Source: an optimization exercise on an open RTL-to-GDS flow (aim: small area, a short achievable clock period and few clock cycles per item). Production flows keep margins and buffers that such runs may drop.
At most, simulation tests tie the RTL to the original design; equivalence was not proved.
For runs 2 and 3, only the layout was checked, not whether the RTL still works.
Power and IR drop assume default switching activity.

==> design.v <==
`timescale 1ns / 1ps
package cpc_pkg;
  localparam int BYTE_W    = 8;
  localparam int WORD_W    = 32;
  localparam int RESP_W    = 3;
  localparam int ACT_W     = 4;
  localparam int CFG_IDX_W = 8;
  localparam logic [7:0] DEVICE_ID_RESET = 8'h00;
  localparam logic [7:0] CRC_POLY_RESET  = 8'h89;
  localparam logic [3:0] HDR_LEN_ERR   = 4'd11;
  localparam logic [3:0] HDR_CLASS_ERR = 4'd12;
  localparam logic [3:0] HDR_CODE_ERR  = 4'd13;
endpackage
`timescale 1ns / 1ps
module cpc_decode (
  input  logic [7:0] cmd_class_i,
  input  logic [7:0] cmd_code_i,
  input  logic [7:0] len_high_i,
  input  logic [7:0] len_low_i,
  output logic [3:0] hdr_o
);
  logic       class_ok, code_ok;
  logic [7:0] need_high, need_low;
  logic [3:0] act;
  always_comb begin
    class_ok  = 1'b1;
    code_ok   = 1'b1;
    need_high = 8'h00;
    need_low  = 8'h00;
    act       = 4'd0;
    case (cmd_class_i)
      8'h01: begin
        need_low = 8'h04;
        case (cmd_code_i)
          8'h0A:   act = 4'd1;
          8'h0B:   act = 4'd2;
          8'h0C:   act = 4'd3;
          default: code_ok = 1'b0;
        endcase
      end
      8'h02: begin
        case (cmd_code_i)
          8'h0A:   act = 4'd4;
          8'h0B:   act = 4'd5;
          default: code_ok = 1'b0;
        endcase
      end
      8'h03: begin
        case (cmd_code_i)
          8'h0A:   begin act = 4'd6;  need_high = 8'h0C; end
          8'h0B:   begin act = 4'd7;  need_high = 8'h0C; end
          8'h0C:   begin act = 4'd8;  need_high = 8'h04; end
          8'h0D:   begin act = 4'd9;  need_high = 8'h0C; end
          8'h0E:   begin act = 4'd10; need_high = 8'h28; end
          default: code_ok = 1'b0;
        endcase
      end
      default: class_ok = 1'b0;
    endcase
    hdr_o = act;
    if (!class_ok) begin
      hdr_o = cpc_pkg::HDR_CLASS_ERR;
    end else if (!code_ok) begin
      hdr_o = cpc_pkg::HDR_CODE_ERR;
    end else if (len_high_i != need_high || len_low_i != need_low) begin
      hdr_o = cpc_pkg::HDR_LEN_ERR;
    end
  end
endmodule
`timescale 1ns / 1ps
module cpc_crc_table (
  input  logic         clk,
  input  logic [7:0]   poly_i,
  output logic [127:0] tbl_o     
);
  function automatic logic [7:0] xstep(input logic [7:0] r, input logic [7:0] p);
    xstep = {r[6:0], 1'b0} ^ (r[7] ? p : 8'h00);
  endfunction
  logic [63:8] ev_r;    
  logic [63:0] od;      
  logic [63:0] od_r;
  logic [7:0]  p_r;
  always_ff @(posedge clk) begin
    p_r  <= poly_i;
    od_r <= od;
  end
  assign od[7:0] = xstep(poly_i, poly_i);
  for (genvar k = 1; k < 8; k++) begin : g_ent
    assign od[k*8 +: 8] = xstep(ev_r[k*8 +: 8], poly_i);
    always_ff @(posedge clk) ev_r[k*8 +: 8] <= xstep(od[(k-1)*8 +: 8], poly_i);
  end
  assign tbl_o[7:0] = p_r;
  for (genvar k = 1; k < 8; k++) begin : g_out
    assign tbl_o[k*16 +: 8] = ev_r[k*8 +: 8];
  end
  for (genvar k = 0; k < 8; k++) begin : g_out_od
    assign tbl_o[k*16+8 +: 8] = od_r[k*8 +: 8];
  end
endmodule
`timescale 1ns / 1ps
module cpc_crc_fold (
  input  logic [127:0] tbl_i,
  input  logic [7:0]   a_i,
  input  logic [7:0]   b_i,
  output logic [7:0]   crc_o
);
  always_comb begin
    crc_o = 8'h00;
    for (int i = 0; i < 8; i++) begin
      crc_o = crc_o ^ (tbl_i[(i+8)*8 +: 8] & {8{a_i[i]}}) ^ (tbl_i[i*8 +: 8] & {8{b_i[i]}});
    end
  end
endmodule
`timescale 1ns / 1ps
module command_packet_checker_top (
  input  logic                             clk,
  input  logic                             rst_n,
  input  logic                             in_valid,
  output logic                             in_ready,
  input  logic [7:0]                       in_cmd_class,
  input  logic [7:0]                       in_cmd_code,
  input  logic [7:0]                       in_len_high,
  input  logic [7:0]                       in_len_low,
  input  logic [cpc_pkg::WORD_W-1:0]       in_data_word,
  input  logic [7:0]                       in_rx_crc,
  output logic                             out_valid,
  input  logic                             out_ready,
  output logic [cpc_pkg::RESP_W-1:0]       out_response_code,
  output logic [cpc_pkg::ACT_W-1:0]        out_action,
  output logic [cpc_pkg::WORD_W-1:0]       out_payload_word,
  input  logic                             cfg_valid,
  output logic                             cfg_ready,
  input  logic [cpc_pkg::CFG_IDX_W-1:0]    cfg_index,
  input  logic [7:0]                       cfg_data
);
  localparam logic [4:0] SEQ_LAST = 5'd22;
  logic [7:0]  poly_r, dev_r;
  logic        busy_r;
  logic [4:0]  cnt_r;
  logic [7:0]  f_r, ea_r, eb_r, ec_r;
  logic        a_v_r;
  logic [31:0] w_r;      
  logic [7:0]  u_r;      
  logic [7:0]  e_r;      
  logic [3:0]  hdr_r;    
  logic        out_v_r;
  logic [31:0] c_w_r;
  logic [3:0]  c_hdr_r;
  logic        c_ok_r, c_pay_r;
  logic [127:0] tbl;
  logic        cfg_acc, cfg_hit, in_acc, adv;
  assign cfg_ready = 1'b1;
  assign cfg_acc   = cfg_valid;
  assign cfg_hit   = cfg_acc && (cfg_index == 8'd0 || cfg_index == 8'd1);
  assign adv       = !out_v_r || out_ready;
  assign in_ready  = !busy_r && adv;
  assign in_acc    = in_valid && in_ready;
  cpc_crc_table u_table (
    .clk    (clk),
    .poly_i (poly_r),
    .tbl_o  (tbl)
  );
  logic        sel1;
  logic [31:0] x;
  logic [7:0]  u_in, e_in, e_hdr;
  logic [3:0]  hdr_in;
  assign sel1 = !in_cmd_class[1];    
  assign x    = sel1 ? in_data_word
                     : {6'b000000, 1'b1, in_cmd_class[0], 4'b0000, 1'b1, in_cmd_code[2:0],
                        2'b00, in_len_high[5], 1'b0, in_len_high[3:2], 2'b00, 8'h00};
  cpc_crc_fold u_f0 (.tbl_i(tbl), .a_i(x[31:24]), .b_i(x[23:16]), .crc_o(u_in));
  always_comb begin
    if (!sel1)              e_hdr = f_r;
    else if (in_cmd_code[2]) e_hdr = ec_r;
    else if (in_cmd_code[0]) e_hdr = eb_r;
    else                     e_hdr = ea_r;
  end
  assign e_in = in_rx_crc ^ e_hdr;
  cpc_decode u_decode (
    .cmd_class_i (in_cmd_class),
    .cmd_code_i  (in_cmd_code),
    .len_high_i  (in_len_high),
    .len_low_i   (in_len_low),
    .hdr_o       (hdr_in)
  );
  logic [7:0] t3;
  logic       crc_ok;
  cpc_crc_fold u_f1 (.tbl_i(tbl), .a_i(u_r ^ w_r[15:8]), .b_i(w_r[7:0]), .crc_o(t3));
  assign crc_ok = (t3 == e_r);
  always_comb begin
    case (c_hdr_r)
      cpc_pkg::HDR_CLASS_ERR: out_response_code = 3'd3;
      cpc_pkg::HDR_CODE_ERR:  out_response_code = 3'd4;
      cpc_pkg::HDR_LEN_ERR:   out_response_code = 3'd2;
      default:                out_response_code = c_ok_r ? 3'd0 : 3'd1;
    endcase
    case (c_hdr_r)
      cpc_pkg::HDR_CLASS_ERR, cpc_pkg::HDR_CODE_ERR, cpc_pkg::HDR_LEN_ERR:
               out_action = 4'd0;
      default: out_action = c_ok_r ? c_hdr_r : 4'd0;
    endcase
  end
  assign out_payload_word = c_pay_r ? c_w_r : 32'd0;
  assign out_valid        = out_v_r;
  logic [15:0] seq_bytes;
  logic        u_clr;
  always_comb begin
    case (cnt_r)
      5'd7:    seq_bytes = {8'h00, dev_r};
      5'd8:    seq_bytes = {8'h01, 8'h0A};
      5'd9,
      5'd13,
      5'd17:   seq_bytes = {8'h00, 8'h04};
      5'd12:   seq_bytes = {f_r ^ 8'h01, 8'h0B};
      5'd16:   seq_bytes = {f_r ^ 8'h01, 8'h0C};
      5'd20:   seq_bytes = {f_r, 8'h00};
      default: seq_bytes = 16'h0000;
    endcase
  end
  assign u_clr = (cnt_r < 5'd8) || cnt_r == 5'd12 || cnt_r == 5'd16 || cnt_r == 5'd20;
  always_ff @(posedge clk) begin
    if (!rst_n) begin
      poly_r  <= cpc_pkg::CRC_POLY_RESET;
      dev_r   <= cpc_pkg::DEVICE_ID_RESET;
      busy_r  <= 1'b1;
      cnt_r   <= 5'd0;
      a_v_r   <= 1'b0;
      out_v_r <= 1'b0;
    end else begin
      if (cfg_acc && cfg_index == 8'd0) dev_r  <= cfg_data;
      if (cfg_acc && cfg_index == 8'd1) poly_r <= cfg_data;
      if (cfg_hit) begin
        busy_r <= 1'b1;
        cnt_r  <= 5'd0;
      end else if (busy_r) begin
        cnt_r <= cnt_r + 5'd1;
        if (cnt_r == SEQ_LAST) busy_r <= 1'b0;
      end
      if (adv) begin
        a_v_r   <= in_acc;
        out_v_r <= a_v_r;
      end
    end
  end
  always_ff @(posedge clk) begin
    if (busy_r) begin
      w_r[15:0] <= seq_bytes;
      u_r       <= u_clr ? 8'h00 : t3;
      if (cnt_r == 5'd8 || cnt_r == 5'd22) f_r <= t3;
      if (cnt_r == 5'd12) ea_r <= t3;
      if (cnt_r == 5'd16) eb_r <= t3;
      if (cnt_r == 5'd20) ec_r <= t3;
    end else if (adv) begin
      w_r   <= {in_data_word[31:16], x[15:0]};
      u_r   <= u_in;
      e_r   <= e_in;
      hdr_r <= hdr_in;
    end
    if (adv) begin
      c_w_r   <= w_r;
      c_hdr_r <= hdr_r;
      c_ok_r  <= crc_ok;
      c_pay_r <= crc_ok && (hdr_r == 4'd1 || hdr_r == 4'd2 || hdr_r == 4'd3);
    end
  end
endmodule
==> flow/run.sh <==
#!/bin/bash
# standard layout, with the port buffers made of the smallest plain buffer
set -o pipefail
export BUFFER_PORTS_ARGS="-buffer_cell sky130_fd_sc_hd__buf_1"
bash standard.sh > standard.log 2>&1
==> standard.sh <==
#!/bin/bash
# synth_recipe.tcl (not shown) runs the flow's synth.tcl, then flattens the netlist and writes it again
# the make line also repeats each setting of config.mk as NAME=value (left out here)
make -C /OpenROAD-flow-scripts/flow DESIGN_CONFIG=/design/flow/config.mk WORK_HOME=/design/flow/orfs CLKGATE_MAP_FILE= SYNTH_SCRIPT=/design/flow/synth_recipe.tcl "${@:-finish}"
==> config.mk <==
export PLATFORM = sky130hd
export DESIGN_NAME = command_packet_checker_top
export DESIGN_NICKNAME = command_packet_checker_top
export VERILOG_FILES = /design/flow/design.v
export SDC_FILE = /design/flow/constraint.sdc
export NUM_CORES = 4
export LEC_CHECK = 0
export CAP_MARGIN = 20
export CORE_MARGIN = 2
export CORE_UTILIZATION = 40
export CTS_CLUSTER_DIAMETER = 60
export CTS_CLUSTER_SIZE = 30
export SETUP_SLACK_MARGIN = 2.4
export SLEW_MARGIN = 20
==> constraint.sdc <==
create_clock -name core_clock -period 5.2 [get_ports {clk}]
set_input_delay 1.0400 -clock core_clock [delete_from_list [all_inputs] [get_ports {clk}]]
set_output_delay 1.0400 -clock core_clock [all_outputs]
set_load 0.01 [all_outputs]
==> flow_summary.yaml, run 1 <==
global_route:
  grt_pass1_wl_mm: 60.84
  grt_use_total: 0.2233
  grt_pass1_vias: 10040
  antenna_found_initial: 0
  grt_start_max_net_pins: 47
  grt-ovfl-total: 0
critical_path:
  r2r-end: "c_pay_r$_DFFE_PN_"
  crit_slowest_cell: "edfxtp_1"
  cp_max_fo: 6
  worst-setup-path-type: "register to register"
  r2r_setup_slack_ns: 2.27
  worstPathArrival_ns: 3.31
  path_common_cell: "xnor2_1"
  cp-start-kind: "register"
  reg2regPathDepth: 9
  worst_setup_path_end_kind: "register"
  cpPeakStageDelay_ns: 0.54
  critPathRequiredTime_ns: 5.58
  path_cells: "buf_4 -> nand2_1 -> xnor2_1 -> xnor2_1 -> xnor2_2 -> xnor3_2 -> xor2_1 -> or4_4 -> nor4_2"
  reg2reg_from: "w_r[4]$_DFFE_PP_"
placed_design:
  gp_congestion: 0.9245
  dpl_cell_area_um2: 14830
  place_hpwl_mm: 30.18
  place.port_buffers: 133
floorplan:
  die_h_um: 190.6
  initial_utilization: 0.4042
  fp.dieW_um: 190.6
  coreArea_um2: 34460
  pin_count: 135
  dieArea_um2: 36330
  rows: 68
yosys:
  ys_types: 54
  syn-cell-area_um2: 13930
  synth-seq-cells: 274
  yosys.area_share.simple: 0.1739
  synthMuxAreaShare: 0.02973
  synth_edf_count: 122
  synthAdderAreaFrac: 0.006288
  synth-compound-area-share: 0.05003
  synth_top_family_by_area: "XOR/XNOR gates"
  postSynthCellCount: 1431
  syn_avg_cell_area_um2: 9.734
  ys_seq_area_frac: 0.4815
  synthFlopType: "dfxtp_1"
  synth_nets: 1531
  synth_async_sr_flop_share: 0
  yosysWarnings: 4
  synth_xor_area_frac: 0.2352
route:
  viasPerCell: 5.050
  post_drt_wl_per_cell_um: 19.87
  drc: 0
  drt_pass1_iterations: 5
  drtIter0Drc: 801
  drtAntennaViolNets: 0
  vias: 10430
  routed_wl_mm: 41.06
min_path:
  whs_path_depth: 0
  min-delay-path-class: "register to register"
  holdPathEnd: "u_table.p_r[6]$_DFF_P_"
  hold_start: "poly_r[6]$_SDFFE_PN0P_"
layout:
  final_area_um2: 16480
  final_nets: 1693
  syn_to_final_growth_pct: 18.30
  n_antenna_cell: 0
  fin_util: 0.4782
  drive_gt1_frac: 0.1092
  multiInputGateArea_um2: 7202
  regArea_um2: 6708
  nFillCells: 3201
timing:
  slew_violations: 0
  tns_ns: 0
  period_minus_slack_ns: 2.930
  hold_viol: 0
  slew_headroom: 0.2763
  skew_ns: 0.02261
  tightest_slew_ns: 1.078
  min_period_over_period: 0.5634
  max_freq_mhz: 341.3
  rsz0062_at_grt: "true"
  setup_viol: 0
pwr:
  ir_worst_vdd_mv: 0.2523
  leakage_uw: 0.006041
  p_per_area_nw_per_um2: 304.4
run:
  max-cap-violations: 0
outcome:
  status: "no timing/DRC/antenna violations"
clock_tree:
  ctsLongestPathBuffers: 3
  cts_buffers: 25
  insertion_delay_ns: 0.55
  tritoncts: "done"
  clock-sinks: 274
  path_clk_slew_ns: 0.08
  cts_max_level: 1
  cts-root-buf: "clkbuf_16"
how the worst max path moves through the flow:
stage | depth (start not counted) | to | slack, ns | from
after global routing | 9 | c_pay_r$_DFFE_PN_ | 2.18 | w_r[7]$_DFFE_PP_
final | 9 | c_pay_r$_DFFE_PN_ | 2.27 | w_r[4]$_DFFE_PP_
after floorplan | 8 | hdr_r[2]$_SDFFCE_PN1P_ | 2.41 | in_cmd_class[3]
after detailed placement | 8 | u_r[4]$_DFFE_PP_ | 1.78 | in_cmd_class[1]
after CTS | 8 | c_pay_r$_DFFE_PN_ | 2.28 | w_r[7]$_DFFE_PP_
after global placement | 8 | u_r[3]$_DFFE_PP_ | 1.85 | in_cmd_class[1]
registers in the layout, summed over array words and instances (netlist names), 32 cells and up:
| signal | count |
|---|---|
| c_w_r | 32 |
| w_r | 32 |
| u_table.od_r | 64 |
| u_table.ev_r | 56 |
worst max-delay path: cells and delay by family, from the launching register on:
kind | cells | cell delay, ns
xor+xnor | 5 | 1.26
flops | 1 | 0.54
simple gates | 3 | 0.79
buf+inv | 1 | 0.18
placed cells by master, fill, tap and decap left out, types with 8 or more instances in the layout:
| master | instances |
|---|---|
| o22ai_1 | 10 |
| mux2i_1 | 29 |
| nor2_1 | 51 |
| buf_4 | 68 |
| xnor2_2 | 19 |
| nand3_1 | 11 |
| nand2b_1 | 10 |
| xor2_1 | 75 |
| o21ai_0 | 25 |
| dfxtp_1 | 151 |
| and3_1 | 8 |
| edfxtp_1 | 122 |
| nand2_1 | 387 |
| nor2b_1 | 21 |
| buf_1 | 128 |
| a21oi_1 | 22 |
| and2_1 | 47 |
| mux2_2 | 11 |
| a211oi_1 | 16 |
| clkbuf_16 | 26 |
| inv_1 | 13 |
| a22o_1 | 11 |
| xnor2_1 | 245 |
cells in the mapped netlist, drive strengths merged (7+ instances only):
cell,number,area [µm²]
o21ai,25,125.1
edfxtp,122,3664
nand3,11,55.05
and3,8,50.05
buf,15,70.07
clkbuf,54,202.7
nor2b,23,143.9
mux2,11,123.9
ha,7,87.58
a211oi,16,120.1
mux2i,29,290.3
nand2,389,1463
dfxtp,152,3043
nand2b,10,62.56
nor2,52,195.2
xnor2,264,2312
and2,47,294.0
a22o,11,96.34
a21oi,22,110.1
xor2,85,782.0
inv,13,48.80
o22ai,10,62.56
cell families after synthesis:
kind of cell / count (synthesis)
buffers and inverters: 82
DFF: 274
adders and majority gates: 7
and+or+nand+nor: 562
xor gates and xnor gates: 357
AOI/OAI and AO/OA: 108
other: 1
muxes: 40
area by class of cell:
cell class	count	share of cell area
clock buffer	28	0.04047
sequential	274	0.4071
timing repair buffer	204	0.06522
clock inverter	17	0.01268
inverter	13	0.002961
tap	455	0.03455
multi-input combinational	1075	0.4371
metal layers:
| layer | part of all wire | wire [µm] | vias up | GRT usage |
|---|---|---|---|---|
| li1 | - | - | 4974 | - |
| met1 | 0.43 | 17860 | 4985 | 0.3054 |
| met2 | 0.47 | 19130 | 407 | 0.3716 |
| met3 | 0.068 | 2800 | 67 | 0.02576 |
| met4 | 0.031 | 1272 | 0 | 0.06649 |
| met5 | 0 | 0 | - | 0 |
power by group:
group / internal, µW / switching (µW) / total (µW)
combinational: 273 / 332 / 605
clock: 1030 / 928 / 1960
sequential: 2320 / 132 / 2450
total: 3620 / 1390 / 5020
what timing repair did:
item / in CTS / in global routing
hold buffers: 0 / 0
setup endpoints to repair: 44 / 15
pin swaps: 7 / 12
buffers inserted: 32 / 24
gates cloned: 0 / 1
resized for setup: 24 / 27
per-stage QoR:
step	total power [µW]	hold WS (ns)	cells	setup slack (ns)
2_1_floorplan	2875	0.3290	1431	2.414
3_3_place_gp	3091	0.3995	1963	1.845
3_5_place_dp	3096	0.3988	1963	1.776
4_1_cts	5038	0.4096	2040	2.285
5_1_grt	5177	0.4196	2066	2.183
6_report	5017	0.4064	2066	2.270
Testbench counts, summed over its fixed seeds: cycles 15,048, items 14,400.
==> run 2, diff against run 1 <==
--- a/design.v
+++ b/design.v
@@ -139,19 +139,22 @@
   logic [4:0]  cnt_r;
   logic [7:0]  f_r, ea_r, eb_r, ec_r;
   logic        a_v_r;
-  logic [31:0] w_r;      
-  logic [7:0]  u_r;      
-  logic [7:0]  e_r;      
-  logic [3:0]  hdr_r;    
+  logic [31:0] a_x_r;    
+  logic [7:0]  a_e_r;    
+  logic [3:0]  a_hdr_r;   
+  logic        b_v_r;
+  logic [7:0]  b_s_r;    
+  logic [31:0] b_w_r;
+  logic [7:0]  b_e_r;
+  logic [3:0]  b_hdr_r;
   logic        out_v_r;
   logic [31:0] c_w_r;
   logic [3:0]  c_hdr_r;
   logic        c_ok_r, c_pay_r;
   logic [127:0] tbl;
-  logic        cfg_acc, cfg_hit, in_acc, adv;
+  logic         cfg_hit, in_acc, adv;
   assign cfg_ready = 1'b1;
-  assign cfg_acc   = cfg_valid;
-  assign cfg_hit   = cfg_acc && (cfg_index == 8'd0 || cfg_index == 8'd1);
+  assign cfg_hit   = cfg_valid && (cfg_index == 8'd0 || cfg_index == 8'd1);
   assign adv       = !out_v_r || out_ready;
   assign in_ready  = !busy_r && adv;
   assign in_acc    = in_valid && in_ready;
@@ -162,15 +165,14 @@
   );
   logic        sel1;
   logic [31:0] x;
-  logic [7:0]  u_in, e_in, e_hdr;
+  logic [7:0]  e_in, e_hdr;
   logic [3:0]  hdr_in;
   assign sel1 = !in_cmd_class[1];    
   assign x    = sel1 ? in_data_word
                      : {6'b000000, 1'b1, in_cmd_class[0], 4'b0000, 1'b1, in_cmd_code[2:0],
                         2'b00, in_len_high[5], 1'b0, in_len_high[3:2], 2'b00, 8'h00};
-  cpc_crc_fold u_f0 (.tbl_i(tbl), .a_i(x[31:24]), .b_i(x[23:16]), .crc_o(u_in));
-  always_comb begin
-    if (!sel1)              e_hdr = f_r;
+  always_comb begin
+    if (!sel1)               e_hdr = f_r;
     else if (in_cmd_code[2]) e_hdr = ec_r;
     else if (in_cmd_code[0]) e_hdr = eb_r;
     else                     e_hdr = ea_r;
@@ -183,10 +185,12 @@
     .len_low_i   (in_len_low),
     .hdr_o       (hdr_in)
   );
-  logic [7:0] t3;
+  logic [7:0] u_ab;
+  cpc_crc_fold u_f0 (.tbl_i(tbl), .a_i(a_x_r[31:24]), .b_i(a_x_r[23:16]), .crc_o(u_ab));
+  logic [7:0] v_bc;
   logic       crc_ok;
-  cpc_crc_fold u_f1 (.tbl_i(tbl), .a_i(u_r ^ w_r[15:8]), .b_i(w_r[7:0]), .crc_o(t3));
-  assign crc_ok = (t3 == e_r);
+  cpc_crc_fold u_f1 (.tbl_i(tbl), .a_i(b_s_r), .b_i(b_w_r[7:0]), .crc_o(v_bc));
+  assign crc_ok = (v_bc == b_e_r);
   always_comb begin
     case (c_hdr_r)
       cpc_pkg::HDR_CLASS_ERR: out_response_code = 3'd3;
@@ -202,22 +206,25 @@
   end
   assign out_payload_word = c_pay_r ? c_w_r : 32'd0;
   assign out_valid        = out_v_r;
-  logic [15:0] seq_bytes;
-  logic        u_clr;
+  logic [7:0] seq_s, seq_x3;
   always_comb begin
     case (cnt_r)
-      5'd7:    seq_bytes = {8'h00, dev_r};
-      5'd8:    seq_bytes = {8'h01, 8'h0A};
-      5'd9,
-      5'd13,
-      5'd17:   seq_bytes = {8'h00, 8'h04};
-      5'd12:   seq_bytes = {f_r ^ 8'h01, 8'h0B};
-      5'd16:   seq_bytes = {f_r ^ 8'h01, 8'h0C};
-      5'd20:   seq_bytes = {f_r, 8'h00};
-      default: seq_bytes = 16'h0000;
-    endcase
-  end
-  assign u_clr = (cnt_r < 5'd8) || cnt_r == 5'd12 || cnt_r == 5'd16 || cnt_r == 5'd20;
+      5'd8:           seq_s = v_bc ^ 8'h01;
+      5'd12, 5'd16:   seq_s = f_r ^ 8'h01;
+      5'd20:          seq_s = f_r;
+      5'd9, 5'd10, 5'd11, 5'd13, 5'd14, 5'd15, 5'd17, 5'd18, 5'd19, 5'd21:
+                      seq_s = v_bc;
+      default:        seq_s = 8'h00;
+    endcase
+    case (cnt_r)
+      5'd7:               seq_x3 = dev_r;
+      5'd8:               seq_x3 = 8'h0A;
+      5'd9, 5'd13, 5'd17: seq_x3 = 8'h04;
+      5'd12:              seq_x3 = 8'h0B;
+      5'd16:              seq_x3 = 8'h0C;
+      default:            seq_x3 = 8'h00;
+    endcase
+  end
   always_ff @(posedge clk) begin
     if (!rst_n) begin
       poly_r  <= cpc_pkg::CRC_POLY_RESET;
@@ -225,10 +232,11 @@
       busy_r  <= 1'b1;
       cnt_r   <= 5'd0;
       a_v_r   <= 1'b0;
+      b_v_r   <= 1'b0;
       out_v_r <= 1'b0;
     end else begin
-      if (cfg_acc && cfg_index == 8'd0) dev_r  <= cfg_data;
-      if (cfg_acc && cfg_index == 8'd1) poly_r <= cfg_data;
+      if (cfg_valid && cfg_index == 8'd0) dev_r  <= cfg_data;
+      if (cfg_valid && cfg_index == 8'd1) poly_r <= cfg_data;
       if (cfg_hit) begin
         busy_r <= 1'b1;
         cnt_r  <= 5'd0;
@@ -238,29 +246,34 @@
       end
       if (adv) begin
         a_v_r   <= in_acc;
-        out_v_r <= a_v_r;
+        b_v_r   <= a_v_r;
+        out_v_r <= b_v_r;
       end
     end
   end
   always_ff @(posedge clk) begin
     if (busy_r) begin
-      w_r[15:0] <= seq_bytes;
-      u_r       <= u_clr ? 8'h00 : t3;
-      if (cnt_r == 5'd8 || cnt_r == 5'd22) f_r <= t3;
-      if (cnt_r == 5'd12) ea_r <= t3;
-      if (cnt_r == 5'd16) eb_r <= t3;
-      if (cnt_r == 5'd20) ec_r <= t3;
+      b_s_r      <= seq_s;
+      b_w_r[7:0] <= seq_x3;
+      if (cnt_r == 5'd8 || cnt_r == 5'd22) f_r <= v_bc;
+      if (cnt_r == 5'd12) ea_r <= v_bc;
+      if (cnt_r == 5'd16) eb_r <= v_bc;
+      if (cnt_r == 5'd20) ec_r <= v_bc;
     end else if (adv) begin
-      w_r   <= {in_data_word[31:16], x[15:0]};
-      u_r   <= u_in;
-      e_r   <= e_in;
-      hdr_r <= hdr_in;
+      b_s_r      <= u_ab ^ a_x_r[15:8];
+      b_w_r[7:0] <= a_x_r[7:0];
     end
     if (adv) begin
-      c_w_r   <= w_r;
-      c_hdr_r <= hdr_r;
-      c_ok_r  <= crc_ok;
-      c_pay_r <= crc_ok && (hdr_r == 4'd1 || hdr_r == 4'd2 || hdr_r == 4'd3);
-    end
-  end
-endmodule
+      a_x_r        <= x;
+      a_e_r        <= e_in;
+      a_hdr_r      <= hdr_in;
+      b_w_r[31:8]  <= a_x_r[31:8];
+      b_e_r        <= a_e_r;
+      b_hdr_r      <= a_hdr_r;
+      c_w_r        <= b_w_r;
+      c_hdr_r      <= b_hdr_r;
+      c_ok_r       <= crc_ok;
+      c_pay_r      <= crc_ok && (b_hdr_r == 4'd1 || b_hdr_r == 4'd2 || b_hdr_r == 4'd3);
+    end
+  end
+endmodule
--- a/config.mk
+++ b/config.mk
@@ -8,7 +8,6 @@
 export CAP_MARGIN = 20
 export CORE_MARGIN = 2
 export CORE_UTILIZATION = 40
-export CTS_CLUSTER_DIAMETER = 60
-export CTS_CLUSTER_SIZE = 30
-export SETUP_SLACK_MARGIN = 2.4
+export CTS_BUF_LIST = sky130_fd_sc_hd__clkbuf_4 sky130_fd_sc_hd__clkbuf_8
+export SETUP_SLACK_MARGIN = 2.3
 export SLEW_MARGIN = 20
==> run 2 against run 1 <==
  * Total power increased by 17%
  * Clock-buffer cell count increased by 60
  * Area after synthesis increased by 9.5%
  * First-iteration DRC count increased by 15%
  * Clock skew increased by 0.0042 ns
  * Core utilization decreased by 1.6 points
  * Routed wire length increased by 3.3%
  * Via count decreased by 0.60%
  * Sequential power increased by about 20%
==> flow_summary.yaml, run 2 <==
yosys:
  synth-seq-cells: 319
  synth_async_sr_flop_share: 0
  synth_top_cells_by_area: "edfxtp_1 (33%), dfxtp_1 (20%), xnor2_1 (16%)"
  postSynthCellCount: 1473
  synth_edf_count: 166
  syn-cell-area_um2: 15250
  synth_common_cells: "nand2_1 (386), xnor2_1 (275), edfxtp_1 (166)"
  synth.most_common_cell: "nand2_1"
  yosysWarnings: 4
  ys_types: 50
  synthFlopType: "edfxtp_1"
  synth_nets: 1573
  synth_top_area_cell: "edfxtp_1"
  syn_avg_cell_area_um2: 10.35
  synth_top_area_share: 0.3269
  ys_seq_area_frac: 0.5277
layout:
  drive_gt1_frac: 0.08440
  syn_to_final_growth_pct: 13.91
  final_nets: 1704
  largest_reg_flops: 64
  final_area_um2: 17370
  nFillCells: 3573
  regMostFlops: "u_table.od_r"
  mostFrequentLayoutCells: "nand2_1 (386), xnor2_1 (275), edfxtp_1 (166)"
  final_common_cell: "nand2_1"
  reg_top3: "u_table.od_r: 64 flops, u_table.ev_r: 56 flops"
route:
  vias: 10370
  routed_wl_mm: 42.40
  viasPerCell: 4.803
  drt_pass1_iterations: 5
  drtIter0Drc: 921
  drtAntennaViolNets: 0
  drc: 0
  post_drt_wl_per_cell_um: 19.64
timing:
  tightest_slew_ns: 1.064
  period_minus_slack_ns: 2.895
  min_period_over_period: 0.5567
  tns_ns: 0
  rsz0062_at_grt: "true"
  max_freq_mhz: 345.4
  hold_viol: 0
  slew_headroom: 0.2904
  holdWs_ns: 0.4096
  skew_ns: 0.02683
  slew_violations: 0
  setup_viol: 0
placed_design:
  dpl_cell_area_um2: 16070
  place_hpwl_mm: 31.23
  gp_congestion: 0.9686
  place.port_buffers: 133
global_route:
  grt_pass1_vias: 9994
  grt_start_max_net_pins: 87
  grt_use_total: 0.2164
  antenna_found_initial: 0
  grt_pass1_wl_mm: 62.65
  grt-ovfl-total: 0
floorplan:
  fp.dieW_um: 199.3
  pin_count: 135
  coreArea_um2: 37580
  rows: 71
  dieArea_um2: 39700
  die_h_um: 199.3
  initial_utilization: 0.4059
critical_path:
  cp-start-kind: "register"
  critPathRequiredTime_ns: 5.60
  path_cells: "nand2_1 -> xor2_1 -> xnor2_1 -> xnor2_1 -> xnor3_1 -> nand4_1 -> nor4_2 -> nor4b_2"
  worst-setup-path-type: "register to register"
  r2r_setup_slack_ns: 2.30
  worstPathArrival_ns: 3.30
  crit_slowest_cell: "edfxtp_1"
  cp_max_fo: 8
  worst_setup_path_end_kind: "register"
  cpPeakStageDelay_ns: 0.56
  path_common_cell: "xnor2_1"
  path_delay_family: "XOR/XNOR gates"
  path_buf_inv: 0
pwr:
  p_per_area_nw_per_um2: 338.2
  leakage_uw: 0.006210
  ir_worst_vdd_mv: 0.1978
clock_tree:
  ctsLongestPathBuffers: 3
  tritoncts: "done"
  hold_buffers: 0
  cts_buffers: 53
  clock-sinks: 319
  insertion_delay_ns: 0.60
  cts_max_level: 2
  path_clk_slew_ns: 0.06
  cts-root-buf: "clkbuf_8"
outcome:
  status: "no timing/DRC/antenna violations"
run:
  max-cap-violations: 0
min_path:
  min-delay-path-class: "register to register"
## run 2: layout make-up
type | instances | area, µm² | area share
tap | 511 | 639.4 | 0.03680
antenna | 1 | 2.502 | 0.0001440
sequential | 319 | 8048 | 0.4632
clock buffer | 88 | 1074 | 0.06179
multi-input combinational | 1059 | 6779 | 0.3902
inverter | 17 | 67.56 | 0.003889
clock inverter | 10 | 80.08 | 0.004609
timing repair buffer | 154 | 683.2 | 0.03932
## run 2: worst paths after layout
check / from / to / cells after the start
setup / recovery: b_s_r[5]$_DFFE_PP_ / c_pay_r$_DFFE_PN_ / 8
hold reg to reg: a_e_r[4]$_DFFE_PN_ / b_e_r[4]$_DFFE_PN_ / 0
hold / removal: a_e_r[4]$_DFFE_PN_ / b_e_r[4]$_DFFE_PN_ / 0
setup reg to reg: b_s_r[5]$_DFFE_PP_ / c_pay_r$_DFFE_PN_ / 8
## run 2: per-layer routing
metal	GRT usage	wire length (µm)
met4	0.06551	1060
met3	0.03679	2778
met2	0.3470	19240
met1	0.2994	19320
met5	0	0
## run 2: stage by stage
step | cells | setup WS, ns | total power [µW] | util
3_5_place_dp | 2044 | 1.896 | 3573 | 0.4276
3_3_place_gp | 2044 | 1.979 | 3572 | 0.4276
6_report | 2159 | 2.305 | 5876 | 0.4623
4_1_cts | 2147 | 2.308 | 5916 | 0.4597
5_1_grt | 2158 | 2.262 | 6097 | 0.4623
2_1_floorplan | 1473 | 1.769 | 3355 | -
## run 2: power breakdown
| part | internal [µW] | leakage, µW | switching (µW) |
|---|---|---|---|
| logic | 279 | 0.00255 | 300 |
| registers | 2780 | 0.00305 | 171 |
| clock network | 1350 | 0.000620 | 991 |
## run 2: cells by family (layout without fill, tap and decap cells)
kind of cell,Yosys count,count (layout),synth area share
other,1,2,0.0002459
buffers and inverters,95,269,0.02798
flip-flops,319,319,0.5277
XOR/XNOR,379,379,0.2241
adder cells (fa/ha/maj),7,7,0.005743
AND/OR/NAND/NOR,557,557,0.1607
AO/OA/AOI/OAI,83,83,0.03216
multiplexers,32,32,0.02141
## run 2: repair_timing
| action | in CTS | in global routing |
|---|---|---|
| buffers inserted | 5 | 11 |
| resized for setup | 0 | 1 |
| gates cloned | 0 | 0 |
| setup endpoints to repair | 33 | 2 |
==> run 3, diff against run 2 <==
--- a/design.v
+++ b/design.v
@@ -7,9 +7,10 @@
   localparam int CFG_IDX_W = 8;
   localparam logic [7:0] DEVICE_ID_RESET = 8'h00;
   localparam logic [7:0] CRC_POLY_RESET  = 8'h89;
-  localparam logic [3:0] HDR_LEN_ERR   = 4'd11;
-  localparam logic [3:0] HDR_CLASS_ERR = 4'd12;
-  localparam logic [3:0] HDR_CODE_ERR  = 4'd13;
+  localparam logic [1:0] HDR_OK        = 2'd0;
+  localparam logic [1:0] HDR_CLASS_ERR = 2'd1;
+  localparam logic [1:0] HDR_CODE_ERR  = 2'd2;
+  localparam logic [1:0] HDR_LEN_ERR   = 2'd3;
 endpackage
 `timescale 1ns / 1ps
 module cpc_decode (
@@ -17,7 +18,8 @@
   input  logic [7:0] cmd_code_i,
   input  logic [7:0] len_high_i,
   input  logic [7:0] len_low_i,
-  output logic [3:0] hdr_o
+  output logic [1:0] err_o,    
+  output logic [3:0] act_o     
 );
   logic       class_ok, code_ok;
   logic [7:0] need_high, need_low;
@@ -57,13 +59,17 @@
       end
       default: class_ok = 1'b0;
     endcase
-    hdr_o = act;
+    err_o = cpc_pkg::HDR_OK;
+    act_o = act;
     if (!class_ok) begin
-      hdr_o = cpc_pkg::HDR_CLASS_ERR;
+      err_o = cpc_pkg::HDR_CLASS_ERR;
+      act_o = 4'd0;
     end else if (!code_ok) begin
-      hdr_o = cpc_pkg::HDR_CODE_ERR;
+      err_o = cpc_pkg::HDR_CODE_ERR;
+      act_o = 4'd0;
     end else if (len_high_i != need_high || len_low_i != need_low) begin
-      hdr_o = cpc_pkg::HDR_LEN_ERR;
+      err_o = cpc_pkg::HDR_LEN_ERR;
+      act_o = 4'd0;
     end
   end
 endmodule
@@ -141,15 +147,18 @@
   logic        a_v_r;
   logic [31:0] a_x_r;    
   logic [7:0]  a_e_r;    
-  logic [3:0]  a_hdr_r;   
+  logic [3:0]  a_act_r;
+  logic [1:0]  a_err_r;
   logic        b_v_r;
   logic [7:0]  b_s_r;    
   logic [31:0] b_w_r;
   logic [7:0]  b_e_r;
-  logic [3:0]  b_hdr_r;
+  logic [3:0]  b_act_r;
+  logic [1:0]  b_err_r;
   logic        out_v_r;
   logic [31:0] c_w_r;
-  logic [3:0]  c_hdr_r;
+  logic [3:0]  c_act_r;
+  logic [1:0]  c_err_r;
   logic        c_ok_r, c_pay_r;
   logic [127:0] tbl;
   logic         cfg_hit, in_acc, adv;
@@ -166,7 +175,8 @@
   logic        sel1;
   logic [31:0] x;
   logic [7:0]  e_in, e_hdr;
-  logic [3:0]  hdr_in;
+  logic [3:0]  act_in;
+  logic [1:0]  err_in;
   assign sel1 = !in_cmd_class[1];    
   assign x    = sel1 ? in_data_word
                      : {6'b000000, 1'b1, in_cmd_class[0], 4'b0000, 1'b1, in_cmd_code[2:0],
@@ -183,7 +193,8 @@
     .cmd_code_i  (in_cmd_code),
     .len_high_i  (in_len_high),
     .len_low_i   (in_len_low),
-    .hdr_o       (hdr_in)
+    .err_o       (err_in),
+    .act_o       (act_in)
   );
   logic [7:0] u_ab;
   cpc_crc_fold u_f0 (.tbl_i(tbl), .a_i(a_x_r[31:24]), .b_i(a_x_r[23:16]), .crc_o(u_ab));
@@ -192,18 +203,14 @@
   cpc_crc_fold u_f1 (.tbl_i(tbl), .a_i(b_s_r), .b_i(b_w_r[7:0]), .crc_o(v_bc));
   assign crc_ok = (v_bc == b_e_r);
   always_comb begin
-    case (c_hdr_r)
+    case (c_err_r)
       cpc_pkg::HDR_CLASS_ERR: out_response_code = 3'd3;
       cpc_pkg::HDR_CODE_ERR:  out_response_code = 3'd4;
       cpc_pkg::HDR_LEN_ERR:   out_response_code = 3'd2;
       default:                out_response_code = c_ok_r ? 3'd0 : 3'd1;
     endcase
-    case (c_hdr_r)
-      cpc_pkg::HDR_CLASS_ERR, cpc_pkg::HDR_CODE_ERR, cpc_pkg::HDR_LEN_ERR:
-               out_action = 4'd0;
-      default: out_action = c_ok_r ? c_hdr_r : 4'd0;
-    endcase
-  end
+  end
+  assign out_action       = c_ok_r ? c_act_r : 4'd0;
   assign out_payload_word = c_pay_r ? c_w_r : 32'd0;
   assign out_valid        = out_v_r;
   logic [7:0] seq_s, seq_x3;
@@ -266,14 +273,17 @@
     if (adv) begin
       a_x_r        <= x;
       a_e_r        <= e_in;
-      a_hdr_r      <= hdr_in;
+      a_act_r      <= act_in;
+      a_err_r      <= err_in;
       b_w_r[31:8]  <= a_x_r[31:8];
       b_e_r        <= a_e_r;
-      b_hdr_r      <= a_hdr_r;
+      b_act_r      <= a_act_r;
+      b_err_r      <= a_err_r;
       c_w_r        <= b_w_r;
-      c_hdr_r      <= b_hdr_r;
+      c_act_r      <= b_act_r;
+      c_err_r      <= b_err_r;
       c_ok_r       <= crc_ok;
-      c_pay_r      <= crc_ok && (b_hdr_r == 4'd1 || b_hdr_r == 4'd2 || b_hdr_r == 4'd3);
-    end
-  end
-endmodule
+      c_pay_r      <= crc_ok && (b_act_r == 4'd1 || b_act_r == 4'd2 || b_act_r == 4'd3);
+    end
+  end
+endmodule
--- a/config.mk
+++ b/config.mk
@@ -8,6 +8,5 @@
 export CAP_MARGIN = 20
 export CORE_MARGIN = 2
 export CORE_UTILIZATION = 40
-export CTS_BUF_LIST = sky130_fd_sc_hd__clkbuf_4 sky130_fd_sc_hd__clkbuf_8
-export SETUP_SLACK_MARGIN = 2.3
+export SETUP_SLACK_MARGIN = 2.6
 export SLEW_MARGIN = 20
==> run 3 against run 2 <==
  * Fmax up 8.5%
  * Non-clock buffer count up 30
  * Final cell count up 0.14%
  * Worst hold slack better by 0.0018 ns
  * Largest power group unchanged
  * Critical path type is now primary input to register
  * Routed wire length up 2.0%
  * Sequential power up 2%
==> flow_summary.yaml, run 3 <==
clock_tree:
  insertion_delay_ns: 0.53
  ctsLongestPathBuffers: 3
  cts-root-buf: "clkbuf_16"
  path_clk_slew_ns: 0.06
  cts_max_level: 2
  clock-sinks: 325
  cts_buffers: 37
  tritoncts: "done"
  hold_buffers: 0
layout:
  largest_reg_flops: 64
  final_nets: 1722
  regArea_um2: 8233
  nFillCells: 3519
  drive_gt1_frac: 0.09267
  syn_to_final_growth_pct: 18.56
  multiInputGateArea_um2: 6920
  final_area_um2: 18190
  reg_top3: "u_table.od_r: 64 flops, u_table.ev_r: 56 flops"
  fin_util: 0.4817
  final_common_cell: "nand2_1"
  regMostFlops: "u_table.od_r"
  mostFrequentLayoutCells: "nand2_1 (388), xnor2_1 (262), edfxtp_1 (172)"
  n_antenna_cell: 0
yosys:
  ys_types: 46
  yosysWarnings: 4
  synth_async_sr_flop_share: 0
  synth_top_cells_by_area: "edfxtp_1 (34%), dfxtp_1 (20%), xnor2_1 (16%)"
  synth_edf_count: 172
  synth_common_cells: "nand2_1 (389), xnor2_1 (276), edfxtp_1 (172)"
  synth_top_area_cell: "edfxtp_1"
  ys_seq_area_frac: 0.5364
  synth-seq-cells: 325
  synth.most_common_cell: "nand2_1"
  syn-cell-area_um2: 15340
  synth_top_area_share: 0.3367
  postSynthCellCount: 1480
  syn_avg_cell_area_um2: 10.36
  synthFlopType: "edfxtp_1"
  synth_nets: 1580
global_route:
  grt_start_max_net_pins: 67
  grt-ovfl-total: 0
  grt_pass1_wl_mm: 63.07
  antenna_found_initial: 0
  grt_use_total: 0.2175
  grt_pass1_vias: 10200
timing:
  slew_violations: 0
  tns_ns: 0
  max_freq_mhz: 374.9
  period_minus_slack_ns: 2.667
  rsz0062_at_grt: "true"
  skew_ns: 0.01222
  setup_viol: 0
  holdWs_ns: 0.4114
  tightest_slew_ns: 1.149
  hold_viol: 0
  min_period_over_period: 0.5129
  slew_headroom: 0.2288
pwr:
  leakage_uw: 0.006533
  power_switching_share: 0.2421
  p_per_area_nw_per_um2: 342.7
  pwr-share-comb: 0.093
  power.switching_uw: 1509
  power_frac_seq: 0.482
  p_int_uw: 4724
  ir_worst_vdd_mv: 0.2515
  clock_power_share: 0.425
route:
  wl_met3_mm: 3.393
  drtIter0Drc: 865
  drt_pass1_iterations: 5
  viasPerCell: 4.928
  post_drt_wl_per_cell_um: 20.01
  maxUsedRoutingLayer: "met4"
  met1_length_mm: 18.75
  routed_wl_mm: 43.27
  drtAntennaViolNets: 0
  drc: 0
  vias: 10650
  wl_met2_mm: 19.88
min_path:
  min-delay-path-class: "register to register"
floorplan:
  coreArea_um2: 37760
  dieArea_um2: 39930
  pin_count: 135
  fp.dieW_um: 199.8
  rows: 71
  die_h_um: 199.8
  initial_utilization: 0.4063
critical_path:
  worst-setup-path-type: "primary input to register"
  cp-start-kind: "primary input"
  critPathRequiredTime_ns: 5.49
  worstPathArrival_ns: 2.95
  worst_setup_path_end_kind: "register"
  cp_max_fo: 5
placed_design:
  gp_congestion: 0.9646
  place_hpwl_mm: 30.33
  place.port_buffers: 133
  dpl_cell_area_um2: 16280
run:
  max-cap-violations: 0
outcome:
  status: "no timing/DRC/antenna violations"
==> run 3: per-stage QoR <==
| step | worst slack, ns | std cells | total power [µW] |
|---|---|---|---|
| floorplan | 1.679 | 1480 | 3407 |
| global placement | 1.517 | 2050 | 3623 |
| detailed placement | 1.471 | 2051 | 3629 |
| CTS | 2.333 | 2152 | 6282 |
| global route | 2.446 | 2162 | 6443 |
| finish | 2.533 | 2162 | 6233 |
==> run 3: cells by family after synthesis <==
family / count (synthesis) / share of synthesized area
AO/OA/AOI/OAI: 75 / 0.02896
XOR/XNOR: 374 / 0.2189
adder cells (fa/ha/maj): 7 / 0.005709
buffers and inverters: 99 / 0.02545
flip-flops: 325 / 0.5364
multiplexers: 32 / 0.02161
other: 1 / 0.0002445
AND/OR/NAND/NOR: 567 / 0.1627
==> run 3: metal layers <==
layer,vias to the layer above,track usage
met5,-,0
met4,0,0.07051
met3,78,0.04167
met2,440,0.3534
met1,5087,0.2933
li1,5049,-
==> run 3: worst paths after layout <==
| kind | startpoint | endpoint | slack, ns | depth (start not counted) |
|---|---|---|---|---|
| hold / removal | a_e_r[0]$_DFFE_PN_ | b_e_r[0]$_DFFE_PN_ | 0.41 | 0 |
| setup / recovery | in_cmd_class[6] | a_err_r[1]$_SDFFCE_PN0N_ | 2.53 | 9 |
| hold reg to reg | a_e_r[0]$_DFFE_PN_ | b_e_r[0]$_DFFE_PN_ | 0.41 | 0 |
| setup reg to reg | b_w_r[5]$_DFFE_PP_ | c_pay_r$_DFFE_PN_ | 2.58 | 11 |
==> run 3: repair_timing <==
action / in CTS / in global routing
endpoints found under the setup margin: 142 / 23
gates resized for setup: 19 / 20
pin swaps: 1 / 9
buffers inserted: 33 / 10
==> run 3: final cells by class <==
type,count,area share
repair buffers,184,0.05924
well taps,511,0.03516
multi-input cells,1056,0.3805
clock inverters,15,0.009082
inverters,18,0.003922
clock buffers,53,0.05937
flip-flops and latches,325,0.4527
==> run 3: worst max-delay path, stage by stage <==
cell and delay, ns:
buf_1 0.07, or4_4 0.54, nor3_4 0.17, nand2_2 0.09, nor2_1 0.10, a31oi_1 0.09
o32a_1 0.29, or3_4 0.37, o21ba_4 0.20
==> run 3: power groups by stage <==
| stage | Clock (µW) | Sequential (µW) | Combinational (µW) |
|---|---|---|---|
| 2_1_floorplan | 0 | 2940 | 467 |
| 6_report | 2650 | 3010 | 581 |
| 3_5_place_dp | 0 | 3050 | 577 |
| 3_3_place_gp | 0 | 3050 | 572 |
| 5_1_grt | 2800 | 3010 | 628 |
| 4_1_cts | 2700 | 3000 | 585 |

what the ideal ports hide:
No port has a modelled driver above. Below, the same layouts with a new extraction and two added sets of constraints.
Step 1, drivers: a clkbuf_16 drives clk and a buf_2 each remaining input, both assumed.
Step 2 also shifts input and output timing later by t, the mid clock arrival at the registers, as if the neighbouring blocks saw the same clock.
a / b / c = ideal / step 1 / step 2; a / b = the first two.
| run | t (ns) | slack for setup (ns) | hold WS [ns] |
|---|---|---|---|
| run 1 | 0.589 | 2.270 / 2.270 / 1.956 | 0.406 / 0.406 / 0.406 |
| run 2 | 0.637 | 2.305 / 2.305 / 2.006 | 0.410 / 0.410 / 0.410 |
| run 3 | 0.577 | 2.533 / 2.555 / 1.978 | 0.411 / 0.411 / 0.411 |
After both steps setup and hold are still met in every run listed. The setup slack of run 3, which loses most, moves by +0.022 ns with the drivers and by -0.555 ns with both steps.
